From an optimization exercise on the open Yosys and OpenROAD flow, aimed at small area, a short achievable clock period and few clock cycles per item; shortcuts taken in it are not production practice. Power is estimated from default activity; no workload was simulated.

Setup of v9:
Design fp_add_top, start of the top module:
module fp_add_top (
    input  logic        sys_clk,
    input  logic        sys_rst_n,
    input  logic [31:0] data1_in,
    input  logic [31:0] data2_in,
    input  logic        op,
    input  logic        trig,
    output logic [31:0] data_out,
    output logic        vld
);
    logic        busy;
    logic        accept;
    logic [24:0] x_d, x_q;         
    logic [27:0] y_d, y_q;         
    logic [7:0]  e_d, e_q;         
    logic        sub_d, sub_q;     
    logic        s_d, s_q;         
    logic        inf_d, inf_q;     
    logic        nan_d, nan_q;     
    logic [31:0] result;
    assign accept = trig & ~busy;
    fp_add_stage1 u_s1 (
        .a   (data1_in),
        .b   (data2_in),
        .op  (op),
        .x   (x_d),
        .y   (y_d),
        .e   (e_d),
        .sub (sub_d),
        .s   (s_d),
        .inf (inf_d),
        .nan (nan_d)
    );
    always_ff @(posedge sys_clk) begin
        x_q   <= x_d;
        y_q   <= y_d;
        e_q   <= e_d;
        sub_q <= sub_d;
        s_q   <= s_d;
        inf_q <= inf_d;
        nan_q <= nan_d;
    end
    fp_add_stage2 u_s2 (
        .x      (x_q),
        .y      (y_q),
        .e      (e_q),
        .sub    (sub_q),
        .s      (s_q),
        .inf    (inf_q),
        .nan    (nan_q),
        .result (result)
    );
    always_ff @(posedge sys_clk or negedge sys_rst_n) begin
        if (!sys_rst_n) begin
            busy     <= 1'b0;
            vld      <= 1'b0;
            data_out <= '0;
        end else begin
            busy <= accept;
  ...
Size: ~2300 cells after synthesis, roughly 99 flip-flops.
Settings: LEC_CHECK=0, ABC_AREA=1, CAP_MARGIN=20, CORE_MARGIN=2, CORE_UTILIZATION=65, SLEW_MARGIN=20; clock period 6.0 ns.
standard.sh (not shown) runs the stock make flow with config.mk's settings and CLKGATE_MAP_FILE= SYNTH_SCRIPT=/design/flow/synth_recipe.tcl, a recipe that flattens the netlist after the stock synthesis.
==> flow/flow/run.sh <==
#!/bin/bash
# Standard layout, with plain buffers on the ports instead of the delay
# cells the port buffering picks by default.
set -euo pipefail
bash standard.sh BUFFER_PORTS_ARGS="-buffer_cell sky130_fd_sc_hd__buf_1" finish > standard.log 2>&1
v9 completed; timing, DRC and antenna clean
The inputs of v33 differ from those of v9 as listed below.
Settings: CORE_UTILIZATION now 40, was 65; SETUP_SLACK_MARGIN now 1.25, previously not set.
## What came out
[compare] base=v9 new=v33: synthesis-to-finish area growth has increased, net switching power figure has increased, worst-case setup margin in the final layout has increased, aggregate routed wire length has increased, total power has increased.
The core of v33 is less densely filled than that of v9.
Compared with v9, v33 shows global routing usage on met1 lower by 15 points.
Final cell area: v33 above v9
Here is what was changed in the inputs of v41 compared with v33.
Settings: SETUP_SLACK_MARGIN: 1.25 -> unset.
Findings:
v33: flow completed, timing, DRC and antenna clean
v41 ran to completion and came out clean on the timing, design-rule and antenna checks.
Final design instance area without fill | v41 below v33
v41 vs. v33: register-to-register slack dropped 850 ps, routed wire length dropped 5.3%.
No functional check of the RTL was part of any run of this note.

---

The RTL this note starts from:
==> flow/design.v <==
`timescale 1ns/1ps
module fp_prefix_add #(
    parameter int W = 28,
    parameter int L = 5            
) (
    input  logic [W-1:0] a,
    input  logic [W-1:0] b,
    input  logic         cin,
    output logic [W-1:0] s
);
    logic [W-1:0] p, g, gg, gp;
    assign p = a ^ b;
    assign g = a & b;
    always_comb begin
        gg    = g;
        gp    = p;
        gg[0] = g[0] | (p[0] & cin);
        for (int l = 0; l < L; l++) begin
            for (int i = 0; i < W; i++) begin
                if (i[l]) begin
                    gg[i] = gg[i] | (gp[i] & gg[((i >> l) << l) - 1]);
                    gp[i] = gp[i] & gp[((i >> l) << l) - 1];
                end
            end
        end
    end
    assign s = p ^ {gg[W-2:0], cin};
endmodule
module fp_prefix_and #(
    parameter int W = 24,
    parameter int L = 5            
) (
    input  logic [W-1:0] a,
    output logic [W-1:0] y
);
    always_comb begin
        y = a;
        for (int l = 0; l < L; l++) begin
            for (int i = 0; i < W; i++) begin
                if (i[l]) begin
                    y[i] = y[i] & y[((i >> l) << l) - 1];
                end
            end
        end
    end
endmodule
module fp_prefix_sum #(
    parameter int W = 28,
    parameter int L = 5            
) (
    input  logic [W-1:0] p,
    input  logic [W-1:0] g,
    input  logic         cin,
    output logic [W-1:0] s
);
    logic [W-1:0] gg, gp;
    always_comb begin
        gg    = g;
        gp    = p;
        gg[0] = g[0] | (p[0] & cin);
        for (int l = 0; l < L; l++) begin
            for (int i = 0; i < W; i++) begin
                if (i[l]) begin
                    gg[i] = gg[i] | (gp[i] & gg[((i >> l) << l) - 1]);
                    gp[i] = gp[i] & gp[((i >> l) << l) - 1];
                end
            end
        end
    end
    assign s = p ^ {gg[W-2:0], cin};
endmodule
`timescale 1ns/1ps
module fp_add_stage1 (
    input  logic [31:0] a,
    input  logic [31:0] b,
    input  logic        op,
    output logic [27:0] p,         
    output logic [27:0] g,         
    output logic [7:0]  e,
    output logic        sub,
    output logic        s,
    output logic        nan
);
    logic [7:0]  ea, eb;
    logic [22:0] fa, fb;
    logic        sa, sb;
    logic        za, zb;
    logic [23:0] ma, mb;
    logic        maxa, maxb;
    logic        nan_a, nan_b, inf_a, inf_b;
    logic        inf;
    logic        a_lt;
    logic [8:0]  dab, dba;
    logic [7:0]  shift;
    logic [23:0] big_m;
    logic [23:0] small_m;
    logic [25:0] y_sh;
    logic [23:0] lost;
    logic        sticky;
    logic        far;
    assign sa = a[31];
    assign sb = b[31] ^ op;
    assign ea = a[30:23];
    assign eb = b[30:23];
    assign fa = a[22:0];
    assign fb = b[22:0];
    assign za = (ea == 8'd0);
    assign zb = (eb == 8'd0);
    assign ma = za ? 24'd0 : {1'b1, fa};
    assign mb = zb ? 24'd0 : {1'b1, fb};
    assign maxa  = (ea == 8'hFF);
    assign maxb  = (eb == 8'hFF);
    assign nan_a = maxa & (fa != 23'd0);
    assign nan_b = maxb & (fb != 23'd0);
    assign inf_a = maxa & (fa == 23'd0);
    assign inf_b = maxb & (fb == 23'd0);
    assign sub  = (sa ^ sb) & ~inf;
    assign a_lt = {ea, fa} < {eb, fb};
    assign nan = nan_a | nan_b | (inf_a & inf_b & (sa ^ sb));
    assign inf = inf_a | inf_b;
    assign s   = a_lt ? sb : sa;
    assign dab   = {1'b0, ea} - {1'b0, eb};
    assign dba   = {1'b0, eb} - {1'b0, ea};
    assign shift = dab[8] ? dba[7:0] : dab[7:0];
    assign big_m   = a_lt ? mb : ma;
    assign small_m = a_lt ? ma : mb;
    assign e       = a_lt ? eb : ea;
    assign far = shift[7:5] != 3'd0;
    always_comb begin
        for (int j = 0; j < 24; j++) begin
            lost[j] = far | (shift[4:0] > 5'(j + 2));
        end
    end
    assign y_sh   = far ? 26'd0 : ({small_m, 2'b00} >> shift[4:0]);
    assign sticky = |(small_m & lost);
    logic [24:0] x;
    logic [27:0] y;
    assign x = sub ? {big_m, 1'b0} : {1'b0, big_m};
    assign y = sub ? ~{y_sh, sticky, 1'b0} : {1'b0, y_sh, sticky};
    assign p = {x, 3'b000} ^ y;
    assign g = {x, 3'b000} & y;
endmodule
`timescale 1ns/1ps
module fp_add_stage2 (
    input  logic [27:0] p,         
    input  logic [27:0] g,
    input  logic [7:0]  e,
    input  logic        sub,
    input  logic        s,
    input  logic        nan,
    output logic [31:0] result
);
    logic [27:0] sum;
    logic        top;              
    logic        rnd_t, rnd_u;     
    logic [24:0] ones;             
    logic [23:0] inc_t, inc_u;     
    logic        cy_t, cy_u;       
    logic [22:0] f_frac;
    logic        f_cy;
    logic [9:0]  f_exp;
    logic        f_ovf, f_unf;
    logic        near;
    logic [4:0]  lz;
    logic [25:0] n_sh;
    logic [9:0]  n_exp;
    fp_prefix_sum #(.W(28)) u_add (
        .p   (p),
        .g   (g),
        .cin (sub),
        .s   (sum)
    );
    assign top   = sum[27];
    assign rnd_t = sum[3] & (sum[4] | sum[2] | sum[1] | sum[0]);
    assign rnd_u = sum[2] & (sum[3] | sum[1] | sum[0]);
    logic [23:0] ones4;            
    fp_prefix_and #(.W(24)) u_ones (
        .a (sum[27:4]),
        .y (ones4)
    );
    assign ones[0] = sum[3];
    assign ones[24:1] = ones4 & {24{sum[3]}};
    always_comb begin
        inc_t[0] = sum[4] ^ rnd_t;
        inc_u[0] = sum[3] ^ rnd_u;
        for (int k = 1; k < 24; k++) begin
            inc_t[k] = sum[k+4] ^ (rnd_t & ones4[k-1]);
            inc_u[k] = sum[k+3] ^ (rnd_u & ones[k-1]);
        end
    end
    assign cy_t = rnd_t & ones4[23];
    assign cy_u = rnd_u & ones[23];
    assign f_frac = top ? inc_t[22:0] : inc_u[22:0];
    assign f_cy   = top ? cy_t : cy_u;
    logic [9:0] eb0, eb1, eb2;
    logic [2:0] ov, un;
    assign eb0 = {2'b00, e} - {9'd0, sub};
    assign eb1 = eb0 + 10'd1;
    assign eb2 = eb0 + 10'd2;
    assign ov  = {eb2 >= 10'd255, eb1 >= 10'd255, eb0 >= 10'd255};
    assign un  = {eb2 == 10'd0, eb1 == 10'd0, (eb0 == 10'd0) | eb0[9]};
    always_comb begin
        case ({top, f_cy})
            2'b00:   begin f_exp = eb0; f_ovf = ov[0]; f_unf = un[0]; end
            2'b11:   begin f_exp = eb2; f_ovf = ov[2]; f_unf = un[2]; end
            default: begin f_exp = eb1; f_ovf = ov[1]; f_unf = un[1]; end
        endcase
    end
    assign near = ~(sum[27] | sum[26]);
    logic [31:0] lz_in;
    logic [15:0] v1;
    logic [7:0]  v2;
    logic [3:0]  v3;
    logic [1:0]  v4;
    logic [15:0] z1;
    logic [15:0] z2;
    logic [11:0] z3;
    logic [7:0]  z4;
    assign lz_in = {sum[25:0], 6'b111111};
    always_comb begin
        for (int g = 0; g < 16; g++) begin
            v1[g] = lz_in[2*g+1] | lz_in[2*g];
            z1[g] = ~lz_in[2*g+1];
        end
        for (int g = 0; g < 8; g++) begin
            v2[g]          = v1[2*g+1] | v1[2*g];
            z2[2*g+1]      = ~v1[2*g+1];
            z2[2*g]        = v1[2*g+1] ? z1[2*g+1] : z1[2*g];
        end
        for (int g = 0; g < 4; g++) begin
            v3[g]          = v2[2*g+1] | v2[2*g];
            z3[3*g+2]      = ~v2[2*g+1];
            z3[3*g+:2]     = v2[2*g+1] ? z2[4*g+2+:2] : z2[4*g+:2];
        end
        for (int g = 0; g < 2; g++) begin
            v4[g]          = v3[2*g+1] | v3[2*g];
            z4[4*g+3]      = ~v3[2*g+1];
            z4[4*g+:3]     = v3[2*g+1] ? z3[6*g+3+:3] : z3[6*g+:3];
        end
        lz = v4[1] ? {1'b0, z4[7:4]} : {1'b1, z4[3:0]};
    end
    assign n_sh  = sum[25:0] << lz;
    assign n_exp = {2'b00, e} - 10'd2 - {5'd0, lz};
    logic [25:0] n_win;
    logic        n_unf;
    always_comb begin
        for (int i = 0; i < 26; i++) begin
            n_win[i] = ({2'b00, e} > 10'(27 - i));
        end
    end
    assign n_unf = ~|(sum[25:0] & n_win);
    always_comb begin
        if (nan) begin
            result = 32'hFFFF_FFFF;
        end else if (near) begin
            if (sum[25:0] == 26'd0) begin
                result = 32'd0;
            end else if (n_unf) begin
                result = {s, 31'd0};
            end else begin
                result = {s, n_exp[7:0], n_sh[24:2]};
            end
        end else if (f_ovf) begin
            result = {s, 8'hFF, 23'd0};
        end else if (f_unf) begin
            result = {s, 31'd0};
        end else begin
            result = {s, f_exp[7:0], f_frac};
        end
    end
endmodule
`timescale 1ns/1ps
module fp_add_top (
    input  logic        sys_clk,
    input  logic        sys_rst_n,
    input  logic [31:0] data1_in,
    input  logic [31:0] data2_in,
    input  logic        op,
    input  logic        trig,
    output logic [31:0] data_out,
    output logic        vld
);
    logic        busy;
    logic        accept;
    logic [27:0] p_d, p_q;         
    logic [27:0] g_d, g_q;         
    logic [7:0]  e_d, e_q;         
    logic        sub_d, sub_q;     
    logic        s_d, s_q;         
    logic        nan_d, nan_q;     
    logic [31:0] result;
    assign accept = trig & ~busy;
    fp_add_stage1 u_s1 (
        .a   (data1_in),
        .b   (data2_in),
        .op  (op),
        .p   (p_d),
        .g   (g_d),
        .e   (e_d),
        .sub (sub_d),
        .s   (s_d),
        .nan (nan_d)
    );
    always_ff @(posedge sys_clk) begin
        p_q   <= p_d;
        g_q   <= g_d;
        e_q   <= e_d;
        sub_q <= sub_d;
        s_q   <= s_d;
        nan_q <= nan_d;
    end
    fp_add_stage2 u_s2 (
        .p      (p_q),
        .g      (g_q),
        .e      (e_q),
        .sub    (sub_q),
        .s      (s_q),
        .nan    (nan_q),
        .result (result)
    );
    always_ff @(posedge sys_clk or negedge sys_rst_n) begin
        if (!sys_rst_n) begin
            busy     <= 1'b0;
            vld      <= 1'b0;
            data_out <= '0;
        end else begin
            busy <= accept;
            vld  <= busy;
            if (busy) begin
                data_out <= result;
            end
        end
    end
endmodule
==> flow/config.mk <==
export PLATFORM = sky130hd
export DESIGN_NAME = fp_add_top
export DESIGN_NICKNAME = fp_add_top
export VERILOG_FILES = /design/flow/design.v
export SDC_FILE = /design/flow/constraint.sdc
export NUM_CORES = 4
export LEC_CHECK = 0
export ABC_AREA = 1
export CAP_MARGIN = 20
export CORE_MARGIN = 2
export CORE_UTILIZATION = 40
export SETUP_SLACK_MARGIN = 1.4
export SLEW_MARGIN = 20
==> flow/constraint.sdc <==
create_clock -name core_clock -period 6.0 [get_ports {sys_clk}]
set_input_delay 1.2000 -clock core_clock [delete_from_list [all_inputs] [get_ports {sys_clk}]]
set_output_delay 1.2000 -clock core_clock [all_outputs]
set_load 0.01 [all_outputs]
==> flow/flow/run.sh <==
#!/bin/bash
# Standard layout, with plain buffers on the ports instead of the delay
# cells the port buffering picks by default.
set -euo pipefail
bash standard.sh BUFFER_PORTS_ARGS="-buffer_cell sky130_fd_sc_hd__buf_1" SKIP_GATE_CLONING=1 finish > standard.log 2>&1
The baseline went through all stages and came out clean.
Rerun with:
Settings changed: SETUP_SLACK_MARGIN 1.4 to 1.5.
The new run produced a clean layout.
Clock power is lower by 11%.
Cell area is higher by about 1.5%.
Count of clock-buffer cells in the layout stays the same.
Synthesized area is unchanged.
No functional check of the RTL was part of any run of this note.

afterwards: timing with drivers on the ports:
The results above use ideal ports. As a check the final layouts listed here were re-extracted and re-timed, cells and wires unchanged.
Step 1, drivers: a clkbuf_16 drives sys_clk and a buf_2 each remaining input, both assumed.
Step 2 moves the port delays by t, midway between the first and last clock arrival at a register: inputs arrive t later, outputs are due t later. That takes back most of the time a late clock gives input paths.
a / b / c = ideal / step 1 / step 2; a / b = the first two.
| run | t, ns | setup slack, ns | hold slack, ns | pins driven straight from the clock port |
|---|---|---|---|---|
| v9 | 0.403 | 0.499 / 0.499 / 0.499 | 0.518 / 0.518 / 0.518 | 1 |
| v33 | 0.407 | 1.402 / 1.415 / 1.020 | 0.500 / 0.500 / 0.500 | 1 |
| v41 | 0.403 | 0.561 / 0.561 / 0.311 | 0.499 / 0.499 / 0.499 | 1 |
| the first run of note 2 | 0.411 | 1.566 / 1.566 / 1.229 | 0.505 / 0.505 / 0.505 | 1 |
| the second run of note 2 | 0.407 | 1.699 / 1.699 / 1.359 | 0.496 / 0.496 / 0.496 | 1 |
After both steps setup and hold are still met in every run listed. The setup slack of v33, which loses most, moves by +0.013 ns with the drivers and by -0.382 ns with both steps.
